This design comes from an exercise in tuning for small area, a short achievable clock period and few clock cycles on the open sky130 flow, not from production work. Where RTL was checked, it was by simulation tests only, not by an equivalence proof against the original. Power figures rest on the tool's default switching activity, not on a simulated workload.

==> flow/design.v <==
`default_nettype none
package scaler_pkg;
    localparam int SRC_WIDTH  = 160;
    localparam int SRC_HEIGHT = 120;
    localparam int SCALE = 2;
    localparam int READ_LATENCY = 2;
    typedef logic [18:0] addr_t;
    typedef logic [7:0]  pixel_t;
    typedef enum logic [3:0] {
        MODE_REPLICATE = 4'd0,
        MODE_DECIMATE  = 4'd1,
        MODE_AVERAGE   = 4'd3,
        MODE_COPY      = 4'd4
    } mode_t;
endpackage
`default_nettype wire
`timescale 1ns/1ps
`default_nettype none
module image_scaler (
    input  logic        clk,
    input  logic        reset,
    input  logic [3:0]  mode,
    output logic [18:0] rom_addr,
    input  logic [7:0]  rom_data,
    output logic [18:0] ram_wraddr,
    output logic [7:0]  ram_data,
    output logic        ram_wren,
    output logic        done
);
    logic rep, dec, avg, copy;
    logic m_rep, m_dec, m_avg, m_copy;
    logic hold, hr;
    assign m_rep  = (mode == 4'd0);
    assign m_dec  = (mode == 4'd1);
    assign m_avg  = (mode == 4'd3);
    assign m_copy = (mode == 4'd4);
    assign hold = (m_rep & rep) | (m_dec & dec) | (m_avg & avg) | (m_copy & copy);
    function automatic logic [3:0] step_of(input logic f_rep, input logic f_dec,
                                           input logic f_avg, input logic f_copy,
                                           input logic [1:0] f_sub, input logic f_rowend,
                                           input logic f_ry);
        logic up, dn, e1, e2;
        up = (f_dec & f_rowend) | (f_avg & ((f_sub == 2'd0) | ((f_sub == 2'd3) & f_rowend)));
        dn = (f_rep & f_sub[0] & f_rowend & ~f_ry) | (f_avg & (f_sub == 2'd2));
        e2 = f_dec;
        e1 = f_copy | (f_rep & f_sub[0]) | (f_avg & f_sub[0]);
        step_of = {up, dn, e2, e1};
    endfunction
    logic        run;
    logic [14:0] A;
    logic [1:0]  sub;      
    logic [2:0]  xh;       
    logic        ry;       
    logic        rowend;   
    logic        last;     
    logic [3:0]  step;
    logic        rd, go, prelast, rowend_n, ry_n;
    logic [5:0]  lo;
    logic [10:0] hi;
    assign rd   = hr & run;
    assign go   = rd & ~last;
    assign prelast = (copy & (A == 15'd19198))
                   | ((avg | (rep & ry & ~sub[0])) & (A == 15'd19199))
                   | (dec & (A == 15'd19036));
    assign rowend_n = ~rowend & (xh == 3'd4)
                    & ((((rep & ~sub[0]) | (avg & (sub == 2'd2))) & (A[4:0] == 5'd31))
                       | (dec & (A[4:0] == 5'd28)));
    assign ry_n     = ry ^ rowend;
    assign lo = {1'b0, A[4:0]} + {4'd0, step[1], step[0]};
    logic z4, cy;
    assign cy = z4 & (step[1] | (step[0] & A[0]));
    assign hi = {A[14:5], 1'b1} + {{7{step[2]}}, step[3], step[2], step[3] | step[2], cy};
    always_ff @(posedge clk) begin
        A      <= go ? {hi[10:1], lo[4:0]} : 15'd0;
        z4     <= go & (&lo[4:1]);
        sub    <= go ? sub + 2'd1 : 2'd0;
        xh     <= (go & ~rowend) ? xh + {2'd0, cy} : 3'd0;
        ry     <= go & ry_n;
        rowend <= go & rowend_n;
        step   <= hr ? step_of(rep, dec, avg, copy, sub + 2'd1, rowend_n, ry_n)
                     : step_of(rep, dec, avg, copy, 2'd0, 1'b0, 1'b0);
    end
    logic        rw1, rl1, rw2, rl2;
    logic [7:0]  P;
    logic [9:0]  acc;
    logic [16:0] W;
    always_ff @(posedge clk or negedge reset) begin
        if (!reset) begin
            hr   <= 1'b0;
            ram_wren <= 1'b0;
            done <= 1'b0;
        end else begin
            hr   <= hold;
            ram_wren <= hold & rw2;
            done <= hold & (done | rl2);
        end
    end
    always_ff @(posedge clk) begin
        rep  <= m_rep;
        dec  <= m_dec;
        avg  <= m_avg;
        copy <= m_copy;
        run  <= hr ? (run & ~last) : (rep | dec | avg | copy);
        last <= go & prelast;
        rw1  <= hold & rd & (~avg | (sub == 2'd3));
        rl1  <= hold & rd & last;
        rw2  <= hold & rw1;
        rl2  <= hold & rl1;
    end
    always_ff @(posedge clk) begin
        P   <= rom_data;
        acc <= (avg & (sub != 2'd2)) ? acc + {2'b00, P} : (avg ? {2'b00, P} : {P, 2'b00});
        W   <= hr ? W + {16'd0, ram_wren} : 17'd0;
    end
    assign rom_addr   = {4'd0, A};
    assign ram_wraddr = {2'd0, W};
    assign ram_data   = acc[9:2];
endmodule
`default_nettype wire
clock: 5.0 ns
lec_check: 0
cap_margin: 20
core_margin: 2
core_utilization: 40
setup_slack_margin: 3.0
slew_margin: 20
standard.sh (not shown) runs the stock make flow with config.mk's settings and CLKGATE_MAP_FILE= SYNTH_SCRIPT=/design/flow/synth_recipe.tcl, a recipe that flattens the netlist after the stock synthesis.
==> flow/flow/run.sh <==
#!/bin/bash
# The standard layout (standard.sh, unchanged synthesis), with plain buffers
# instead of delay cells on the ports, and no dummy loads in the clock tree.
# Full make output in standard.log.
bash standard.sh BUFFER_PORTS_ARGS="-buffer_cell sky130_fd_sc_hd__buf_2" \
  CTS_ARGS="-sink_clustering_enable -repair_clock_nets -dont_use_dummy_load" finish > standard.log 2>&1
Testbench counts at the start, summed over its fixed seeds: cycles 960,128.
==> next run, changes <==
--- a/flow/design.v
+++ b/flow/design.v
@@ -52,9 +52,9 @@
     logic [2:0]  xh;       
     logic        ry;       
     logic        rowend;   
     logic        last;     
-    logic [3:0]  step;
+    logic [3:0]  step;     
     logic        rd, go, prelast, rowend_n, ry_n;
     logic [5:0]  lo;
     logic [10:0] hi;
     assign rd   = hr & run;
@@ -65,11 +65,11 @@
     assign rowend_n = ~rowend & (xh == 3'd4)
                     & ((((rep & ~sub[0]) | (avg & (sub == 2'd2))) & (A[4:0] == 5'd31))
                        | (dec & (A[4:0] == 5'd28)));
     assign ry_n     = ry ^ rowend;
-    assign lo = {1'b0, A[4:0]} + {4'd0, step[1], step[0]};
+    assign lo = {1'b0, A[4:0]} + {4'd0, dec, step[0]};
     logic z4, cy;
-    assign cy = z4 & (step[1] | (step[0] & A[0]));
+    assign cy = z4 & (dec | (step[0] & A[0]));
     assign hi = {A[14:5], 1'b1} + {{7{step[2]}}, step[3], step[2], step[3] | step[2], cy};
     always_ff @(posedge clk) begin
         A      <= go ? {hi[10:1], lo[4:0]} : 15'd0;
         z4     <= go & (&lo[4:1]);
@@ -79,10 +79,9 @@
         rowend <= go & rowend_n;
         step   <= hr ? step_of(rep, dec, avg, copy, sub + 2'd1, rowend_n, ry_n)
                      : step_of(rep, dec, avg, copy, 2'd0, 1'b0, 1'b0);
     end
-    logic        rw1, rl1, rw2, rl2;
-    logic [7:0]  P;
+    logic        rw2;
     logic [9:0]  acc;
     logic [16:0] W;
     always_ff @(posedge clk or negedge reset) begin
         if (!reset) begin
@@ -91,9 +90,9 @@
             done <= 1'b0;
         end else begin
             hr   <= hold;
             ram_wren <= hold & rw2;
-            done <= hold & (done | rl2);
+            done <= hold & (done | (hr & ~run & rw2));
         end
     end
     always_ff @(posedge clk) begin
         rep  <= m_rep;
@@ -101,16 +100,12 @@
         avg  <= m_avg;
         copy <= m_copy;
         run  <= hr ? (run & ~last) : (rep | dec | avg | copy);
         last <= go & prelast;
-        rw1  <= hold & rd & (~avg | (sub == 2'd3));
-        rl1  <= hold & rd & last;
-        rw2  <= hold & rw1;
-        rl2  <= hold & rl1;
+        rw2  <= hold & rd & (~avg | (sub == 2'd3));
     end
     always_ff @(posedge clk) begin
-        P   <= rom_data;
-        acc <= (avg & (sub != 2'd2)) ? acc + {2'b00, P} : (avg ? {2'b00, P} : {P, 2'b00});
+        acc <= (avg & (sub != 2'd1)) ? acc + {2'b00, rom_data} : (avg ? {2'b00, rom_data} : {rom_data, 2'b00});
         W   <= hr ? W + {16'd0, ram_wren} : 17'd0;
     end
     assign rom_addr   = {4'd0, A};
     assign ram_wraddr = {2'd0, W};
Outcome: Clock power decreases by about 5%; global-route usage increases by 2.4 points; worst hold slack gets better by 30 ps; register-to-register slack barely changes; critical path depth decreases by 1; first-iteration DRC count goes down by 26%; synthesized area went down by 6.5%.
Only the layout flow was run in the second run of this note; the RTL was not checked for function there.

// image_scaler: RTL as listed in full above, without the edits since
==> flow/config.mk <==
export PLATFORM = sky130hd
export DESIGN_NAME = image_scaler
export DESIGN_NICKNAME = image_scaler
export VERILOG_FILES = /design/flow/design.v
export SDC_FILE = /design/flow/constraint.sdc
export NUM_CORES = 4
export LEC_CHECK = 0
export CAP_MARGIN = 20
export CORE_MARGIN = 2
export CORE_UTILIZATION = 40
export SETUP_SLACK_MARGIN = 3.0
export SLEW_MARGIN = 20
==> flow/constraint.sdc <==
create_clock -name core_clock -period 5.0 [get_ports {clk}]
set_input_delay 1.0000 -clock core_clock [delete_from_list [all_inputs] [get_ports {clk}]]
set_output_delay 1.0000 -clock core_clock [all_outputs]
set_load 0.01 [all_outputs]
==> flow/flow/run.sh <==
#!/bin/bash
# The standard layout (standard.sh, unchanged synthesis), with plain buffers
# instead of delay cells on the ports, and no dummy loads in the clock tree.
# Full make output in standard.log.
bash standard.sh BUFFER_PORTS_ARGS="-buffer_cell sky130_fd_sc_hd__buf_1" \
  CTS_ARGS="-sink_clustering_enable -repair_clock_nets -dont_use_dummy_load" finish > standard.log 2>&1
Testbench counts at the start, summed over its fixed seeds: cycles 960,128.
Edit:
--- a/flow/design.v
+++ b/flow/design.v
@@ -52,9 +52,9 @@
     logic [2:0]  xh;       
     logic        ry;       
     logic        rowend;   
     logic        last;     
-    logic [3:0]  step;
+    logic [3:0]  step;     
     logic        rd, go, prelast, rowend_n, ry_n;
     logic [5:0]  lo;
     logic [10:0] hi;
     assign rd   = hr & run;
@@ -65,11 +65,11 @@
     assign rowend_n = ~rowend & (xh == 3'd4)
                     & ((((rep & ~sub[0]) | (avg & (sub == 2'd2))) & (A[4:0] == 5'd31))
                        | (dec & (A[4:0] == 5'd28)));
     assign ry_n     = ry ^ rowend;
-    assign lo = {1'b0, A[4:0]} + {4'd0, step[1], step[0]};
+    assign lo = {1'b0, A[4:0]} + {4'd0, dec, step[0]};
     logic z4, cy;
-    assign cy = z4 & (step[1] | (step[0] & A[0]));
+    assign cy = z4 & (dec | (step[0] & A[0]));
     assign hi = {A[14:5], 1'b1} + {{7{step[2]}}, step[3], step[2], step[3] | step[2], cy};
     always_ff @(posedge clk) begin
         A      <= go ? {hi[10:1], lo[4:0]} : 15'd0;
         z4     <= go & (&lo[4:1]);
@@ -79,9 +79,9 @@
         rowend <= go & rowend_n;
         step   <= hr ? step_of(rep, dec, avg, copy, sub + 2'd1, rowend_n, ry_n)
                      : step_of(rep, dec, avg, copy, 2'd0, 1'b0, 1'b0);
     end
-    logic        rw1, rl1, rw2, rl2;
+    logic        rw1, rw2;
     logic [7:0]  P;
     logic [9:0]  acc;
     logic [16:0] W;
     always_ff @(posedge clk or negedge reset) begin
@@ -91,9 +91,9 @@
             done <= 1'b0;
         end else begin
             hr   <= hold;
             ram_wren <= hold & rw2;
-            done <= hold & (done | rl2);
+            done <= hold & (done | (hr & ~run & rw2 & ~rw1));
         end
     end
     always_ff @(posedge clk) begin
         rep  <= m_rep;
@@ -101,12 +101,10 @@
         avg  <= m_avg;
         copy <= m_copy;
         run  <= hr ? (run & ~last) : (rep | dec | avg | copy);
         last <= go & prelast;
-        rw1  <= hold & rd & (~avg | (sub == 2'd3));
-        rl1  <= hold & rd & last;
-        rw2  <= hold & rw1;
-        rl2  <= hold & rl1;
+        rw1  <= rd & (~avg | (sub == 2'd3));
+        rw2  <= hold & hr & rw1;
     end
     always_ff @(posedge clk) begin
         P   <= rom_data;
         acc <= (avg & (sub != 2'd2)) ? acc + {2'b00, P} : (avg ? {2'b00, P} : {P, 2'b00});
Outcome:
- total power came out lower by 2.0%
- first-iteration DRC count went down by 8.6%
- utilization is higher by 0.56 points
- synthesized area decreases by 1.1%
- global-route usage grows by 0.56 points
- maximum frequency came out lower by 1.9%
- wire length is higher by 3.1%
- non-clock buffer count went up by 5
- final area rose by 0.71%
- worst setup slack degrades by 37 ps
- sequential share of layout area shrinks by 1.6 points
- die area is lower by 1.1%
- worst hold slack gains 54 ps
No functional check of the RTL was part of the second run of this note.

v6:
Starts from the design.v that is shown in full above.
==> flow/config.mk <==
export PLATFORM = sky130hd
export DESIGN_NAME = image_scaler
export DESIGN_NICKNAME = image_scaler
export VERILOG_FILES = /design/flow/design.v
export SDC_FILE = /design/flow/constraint.sdc
export NUM_CORES = 4
export LEC_CHECK = 0
export CAP_MARGIN = 20
export CORE_MARGIN = 2
export CORE_UTILIZATION = 40
export SETUP_SLACK_MARGIN = 3.0
export SLEW_MARGIN = 20
==> flow/constraint.sdc <==
create_clock -name core_clock -period 5.0 [get_ports {clk}]
set_input_delay 1.0000 -clock core_clock [delete_from_list [all_inputs] [get_ports {clk}]]
set_output_delay 1.0000 -clock core_clock [all_outputs]
set_load 0.01 [all_outputs]
==> flow/flow/run.sh <==
#!/bin/bash
# The standard layout (standard.sh, unchanged synthesis), with plain buffers
# instead of delay cells on the ports. Full make output in standard.log.
bash standard.sh BUFFER_PORTS_ARGS="-buffer_cell sky130_fd_sc_hd__buf_2" finish > standard.log 2>&1
Testbench counts of v6, summed over its fixed seeds: cycles 960,128.
diff inputs: v6 => v7
--- a/flow/design.v
+++ b/flow/design.v
@@ -66,16 +66,13 @@
                     & ((((rep & ~sub[0]) | (avg & (sub == 2'd2))) & (A[4:0] == 5'd31))
                        | (dec & (A[4:0] == 5'd28)));
     assign ry_n     = ry ^ rowend;
     assign lo = {1'b0, A[4:0]} + {4'd0, step[1], step[0]};
-    logic z4, cy;
-    assign cy = z4 & (step[1] | (step[0] & A[0]));
-    assign hi = {A[14:5], 1'b1} + {{7{step[2]}}, step[3], step[2], step[3] | step[2], cy};
+    assign hi = {A[14:5], 1'b1} + {{7{step[2]}}, step[3], step[2], step[3] | step[2], lo[5]};
     always_ff @(posedge clk) begin
         A      <= go ? {hi[10:1], lo[4:0]} : 15'd0;
-        z4     <= go & (&lo[4:1]);
         sub    <= go ? sub + 2'd1 : 2'd0;
-        xh     <= (go & ~rowend) ? xh + {2'd0, cy} : 3'd0;
+        xh     <= (go & ~rowend) ? xh + {2'd0, lo[5]} : 3'd0;
         ry     <= go & ry_n;
         rowend <= go & rowend_n;
         step   <= hr ? step_of(rep, dec, avg, copy, sub + 2'd1, rowend_n, ry_n)
                      : step_of(rep, dec, avg, copy, 2'd0, 1'b0, 1'b0);
- v7 ended with every stage complete and zero timing, DRC or antenna violations.
- Re total power after layout: v6 was higher than v7.
- Diff v6 -> v7 | non-clock inverter count in the final layout | increase of 3
- v7 vs v6: wire length down
- Taking v7 over v6, the non-clock buffer count ratio works out to 1.2.
- v7 vs. v6: proportion of power drawn by the clock network dropped 3.0 points, design area moved up, share of synthesized flip-flops with an asynchronous set or reset saw little to no change.
- Compared v7 against v6; sum of negative setup slack within noise.
- Via density per instance for v7 is lower than for v6.
- Looking at met3 track demand over resource in global routing, v7 sits below v6.
Testbench counts of v7, summed over its fixed seeds: cycles 960,128.

== job 8473 ==
image_scaler, a different RTL version from the one above (not shown whole).
For scale: roughly 420 cells after synthesis, ~80 flip-flops, about 0.0041 mm2 of cells after synthesis.
==> module image_scaler, before the edit <==
module image_scaler (
    input  logic        clk,
    input  logic        reset,
    input  logic [3:0]  mode,
    output logic [18:0] rom_addr,
    input  logic [7:0]  rom_data,
    output logic [18:0] ram_wraddr,
    output logic [7:0]  ram_data,
    output logic        ram_wren,
    output logic        done
);
    logic rep, dec, avg, copy;
    logic m_rep, m_dec, m_avg, m_copy;
    logic hold, hr;
    assign m_rep  = (mode == 4'd0);
    assign m_dec  = (mode == 4'd1);
    assign m_avg  = (mode == 4'd3);
    assign m_copy = (mode == 4'd4);
    assign hold = (m_rep & rep) | (m_dec & dec) | (m_avg & avg) | (m_copy & copy);
    function automatic logic [5:0] step_of(input logic f_rep, input logic f_dec,
                                           input logic f_avg, input logic f_copy,
                                           input logic [1:0] f_sub, input logic f_rowend,
                                           input logic f_ry);
        logic s1, s2, s159, s162, sn;
        s1   = f_copy | (f_rep & f_sub[0] & ~(f_rowend & ~f_ry))
             | (f_avg & (~f_sub[0] | (f_sub[1] & f_rowend)));
        s2   = f_dec & ~f_rowend;
        s162 = f_dec & f_rowend;
        s159 = f_avg & (f_sub == 2'd1);
        sn   = (f_rep & f_sub[0] & f_rowend & ~f_ry) | (f_avg & (f_sub == 2'd3) & ~f_rowend);
        step_of = {sn, s159 | s162, s162 | sn, s159, s2 | s159 | s162, s1 | s159 | sn};
    endfunction
    logic        run;
    logic [14:0] A;
    logic [8:0]  c;        
    logic        ry;       
    logic        rowend;   
    logic        last;     
    logic [5:0]  step;
    logic [1:0]  sub, sube;
    logic        rd, go, prelast, rowend_n, ry_n;
    logic [14:0] d;
    assign sub  = c[1:0];
    assign sube = dec ? 2'b11 : sub;
    assign rd   = hr & run;
    assign go   = rd & ~last;
    assign prelast = ((copy | avg) & (A == 15'd19198))
                   | (dec & (A == 15'd19036))
                   | (rep & ry & ~c[0] & (A == 15'd19199));
    assign rowend_n = ~rowend & (dec ? (c[8:2] == 7'd78) : (c == 9'd318));
    assign ry_n     = ry ^ rowend;
    assign d = {{7{step[5]}}, step[4], step[5], step[3], step[2], step[2], step[2],
                step[1], step[0]};
    always_ff @(posedge clk) begin
        A      <= go ? A + d : 15'd0;
        c      <= (go & ~rowend) ? {c[8:2], sube} + 9'd1 : 9'd0;
        ry     <= go & ry_n;
        rowend <= go & rowend_n;
        step   <= hr ? step_of(rep, dec, avg, copy, sub + 2'd1, rowend_n, ry_n)
                     : step_of(rep, dec, avg, copy, 2'd0, 1'b0, 1'b0);
    end
    logic        rw1, rl1, rw2, rl2;
    logic [7:0]  P;
    logic [9:0]  acc;
    logic [16:0] W;
    always_ff @(posedge clk or negedge reset) begin
        if (!reset) begin
            rep  <= 1'b0;
            dec  <= 1'b0;
            avg  <= 1'b0;
            copy <= 1'b0;
            hr   <= 1'b0;
            run  <= 1'b0;
            last <= 1'b0;
            rw1  <= 1'b0;
            rl1  <= 1'b0;
            rw2  <= 1'b0;
            rl2  <= 1'b0;
            ram_wren <= 1'b0;
            done <= 1'b0;
        end else begin
            rep  <= m_rep;
            dec  <= m_dec;
            avg  <= m_avg;
            copy <= m_copy;
            hr   <= hold;
            run  <= hr ? (run & ~last) : (rep | dec | avg | copy);
            last <= go & prelast;
            rw1  <= hold & rd & (~avg | (sub == 2'd3));
            rl1  <= hold & rd & last;
            rw2  <= hold & rw1;
            rl2  <= hold & rl1;
            ram_wren <= hold & rw2;
            done <= hold & (done | rl2);
        end
    end
    always_ff @(posedge clk) begin
        P   <= rom_data;
        acc <= (avg & (sub != 2'd2)) ? acc + {2'b00, P} : (avg ? {2'b00, P} : {P, 2'b00});
        W   <= hr ? W + {16'd0, ram_wren} : 17'd0;
    end
    assign rom_addr   = {4'd0, A};
    assign ram_wraddr = {2'd0, W};
    assign ram_data   = acc[9:2];
endmodule
clock: 5.0 ns
lec_check: 0
cap_margin: 20
core_margin: 2
core_utilization: 40
setup_slack_margin: 2.8
slew_margin: 20
run.sh (not shown) runs the stock make flow with config.mk's settings and CLKGATE_MAP_FILE= SYNTH_SCRIPT=/design/flow/synth_recipe.tcl, a recipe that flattens the netlist after the stock synthesis.
Stock flow here: none of the scripts above is used.
Testbench counts of job 8473, summed over its fixed seeds: cycles 960,128.
#### Input delta (job 1687 over job 8473)
-- flow/design.v --
<<< job 8473, line 30
    logic rep, dec, avg, copy;
    logic m_rep, m_dec, m_avg, m_copy;
    logic hold, hr;
    assign m_rep  = (mode == 4'd0);
    assign m_dec  = (mode == 4'd1);
>>> job 1687, line 30
    logic rep, dec, avg, copy;
    logic m_rep, m_dec, m_avg, m_copy;
    logic hold;
    assign m_rep  = (mode == 4'd0);
    assign m_dec  = (mode == 4'd1);
<<< job 8473, line 57
    logic [5:0]  step;
    logic [1:0]  sub, sube;
    logic        rd, go, prelast, rowend_n, ry_n;
    logic [14:0] d;
    assign sub  = c[1:0];
    assign sube = dec ? 2'b11 : sub;
    assign rd   = hr & run;
    assign go   = rd & ~last;
    assign prelast = ((copy | avg) & (A == 15'd19198))
                   | (dec & (A == 15'd19036))
>>> job 1687, line 57
    logic [5:0]  step;
    logic [1:0]  sub, sube;
    logic        go, prelast, rowend_n, ry_n;
    logic [14:0] d;
    assign sub  = c[1:0];
    assign sube = dec ? 2'b11 : sub;
    assign go   = hold & run & ~last;
    assign prelast = ((copy | avg) & (A == 15'd19198))
                   | (dec & (A == 15'd19036))
<<< job 8473, line 75
        ry     <= go & ry_n;
        rowend <= go & rowend_n;
        step   <= hr ? step_of(rep, dec, avg, copy, sub + 2'd1, rowend_n, ry_n)
                     : step_of(rep, dec, avg, copy, 2'd0, 1'b0, 1'b0);
    end
    logic        rw1, rl1, rw2, rl2;
    logic [7:0]  P;
    logic [9:0]  acc;
>>> job 1687, line 74
        ry     <= go & ry_n;
        rowend <= go & rowend_n;
        step   <= hold ? step_of(rep, dec, avg, copy, sub + 2'd1, rowend_n, ry_n)
                       : step_of(m_rep, m_dec, m_avg, m_copy, 2'd0, 1'b0, 1'b0);
    end
    logic        rw1, rf1, rl1, rw2, rf2, rl2;
    logic [7:0]  P;
    logic [9:0]  acc;
<<< job 8473, line 88
            avg  <= 1'b0;
            copy <= 1'b0;
            hr   <= 1'b0;
            run  <= 1'b0;
            last <= 1'b0;
>>> job 1687, line 87
            avg  <= 1'b0;
            copy <= 1'b0;
            run  <= 1'b0;
            last <= 1'b0;
<<< job 8473, line 102
            avg  <= m_avg;
            copy <= m_copy;
            hr   <= hold;
            run  <= hr ? (run & ~last) : (rep | dec | avg | copy);
            last <= go & prelast;
            rw1  <= hold & rd & (~avg | (sub == 2'd3));
            rl1  <= hold & rd & last;
            rw2  <= hold & rw1;
            rl2  <= hold & rl1;
>>> job 1687, line 100
            avg  <= m_avg;
            copy <= m_copy;
            run  <= (m_rep | m_dec | m_avg | m_copy) & (~hold | (run & ~last));
            last <= go & prelast;
            rw1  <= hold & run & (~avg | (sub == 2'd3));
            rl1  <= hold & run & last;
            rw2  <= hold & rw1;
            rl2  <= hold & rl1;
<<< job 8473, line 114
    end
    always_ff @(posedge clk) begin
        P   <= rom_data;
        acc <= (avg & (sub != 2'd2)) ? acc + {2'b00, P} : (avg ? {2'b00, P} : {P, 2'b00});
        W   <= hr ? W + {16'd0, ram_wren} : 17'd0;
    end
    assign rom_addr   = {4'd0, A};
>>> job 1687, line 111
    end
    always_ff @(posedge clk) begin
        rf1 <= (sub == 2'd0);
        rf2 <= rf1;
        P   <= rom_data;
        acc <= avg ? ((rf2 ? 10'd0 : acc) + {2'b00, P}) : {P, 2'b00};
        W   <= hold ? W + {16'd0, ram_wren} : 17'd0;
    end
    assign rom_addr   = {4'd0, A};
--- outcome ---
Area share of and/or/nand/nor cells after synthesis, job 8473 and job 1687, higher one = job 1687. Relative to job 8473, reported net switching power has decreased by about 9% in job 1687. Summary of job 1687 over job 8473: core utilization went up, number of buffers inserted by port buffering did not really move. Note that the count of mapped cells out of synthesis recorded for job 8473 amounts to 0.946 times the value seen in job 1687. On layout overhead on the synthesized area: between job 8473 and job 1687, it ends up lower for job 8473. Measured against each other, job 8473 and job 1687 differ in internal power contribution, the lower figure coming from job 8473. Going from job 8473 to job 1687, count of antenna-violating nets left after detailed routing has remained practically unchanged, clock network power share higher, worst hold slack shrank by 0.13 ns, area after synthesis increased by 1.1% relative to the old numbers. Worst setup margin | job 1687 below job 8473.
Function not checked in job 1687: the RTL went through the layout flow alone.

-- static timing again, ports no longer ideal --
The flow's constraints put no driver on any port. The routed layouts listed below were extracted and timed again, unchanged, in two steps.
Step 1 sets driving cells, clkbuf_16 on the clock port and buf_2 on the other inputs (assumed; they add their load-dependent delay and slew).
Step 2 moves the port delays by t, midway between the first and last clock arrival at a register: inputs arrive t later, outputs are due t later. That takes back most of the time a late clock gives input paths.
Three values: ideal, step 1, step 2; two values: the first two.
run | shift t [ns] | setup slack, ns | worst register clock-pin slew, ns | pins driven straight from the clock port
the first run of note 1 | 0.368 | 3.048 / 3.037 / 2.769 | 0.09 / 0.09 | 1
the second run of note 1 | 0.366 | 2.760 / 2.752 / 2.386 | 0.08 / 0.08 | 1
the first run of note 2 | 0.357 | 3.063 / 3.032 / 2.859 | 0.08 / 0.08 | 1
the second run of note 2 | 0.362 | 3.026 / 2.994 / 2.841 | 0.08 / 0.08 | 1
v6 | 0.376 | 3.055 / 3.037 / 2.766 | 0.09 / 0.09 | 1
v7 | 0.369 | 2.899 / 2.899 / 2.843 | 0.08 / 0.08 | 1
job 8473 | 0.387 | 2.930 / 2.923 / 2.581 | 0.10 / 0.10 | 1
job 1687 | 0.380 | 2.769 / 2.773 / 2.393 | 0.09 / 0.09 | 1
After both steps every run listed still meets setup and hold. For job 1687, which loses most, drivers alone change the setup slack by +0.004 ns; drivers and shift together by -0.376 ns.
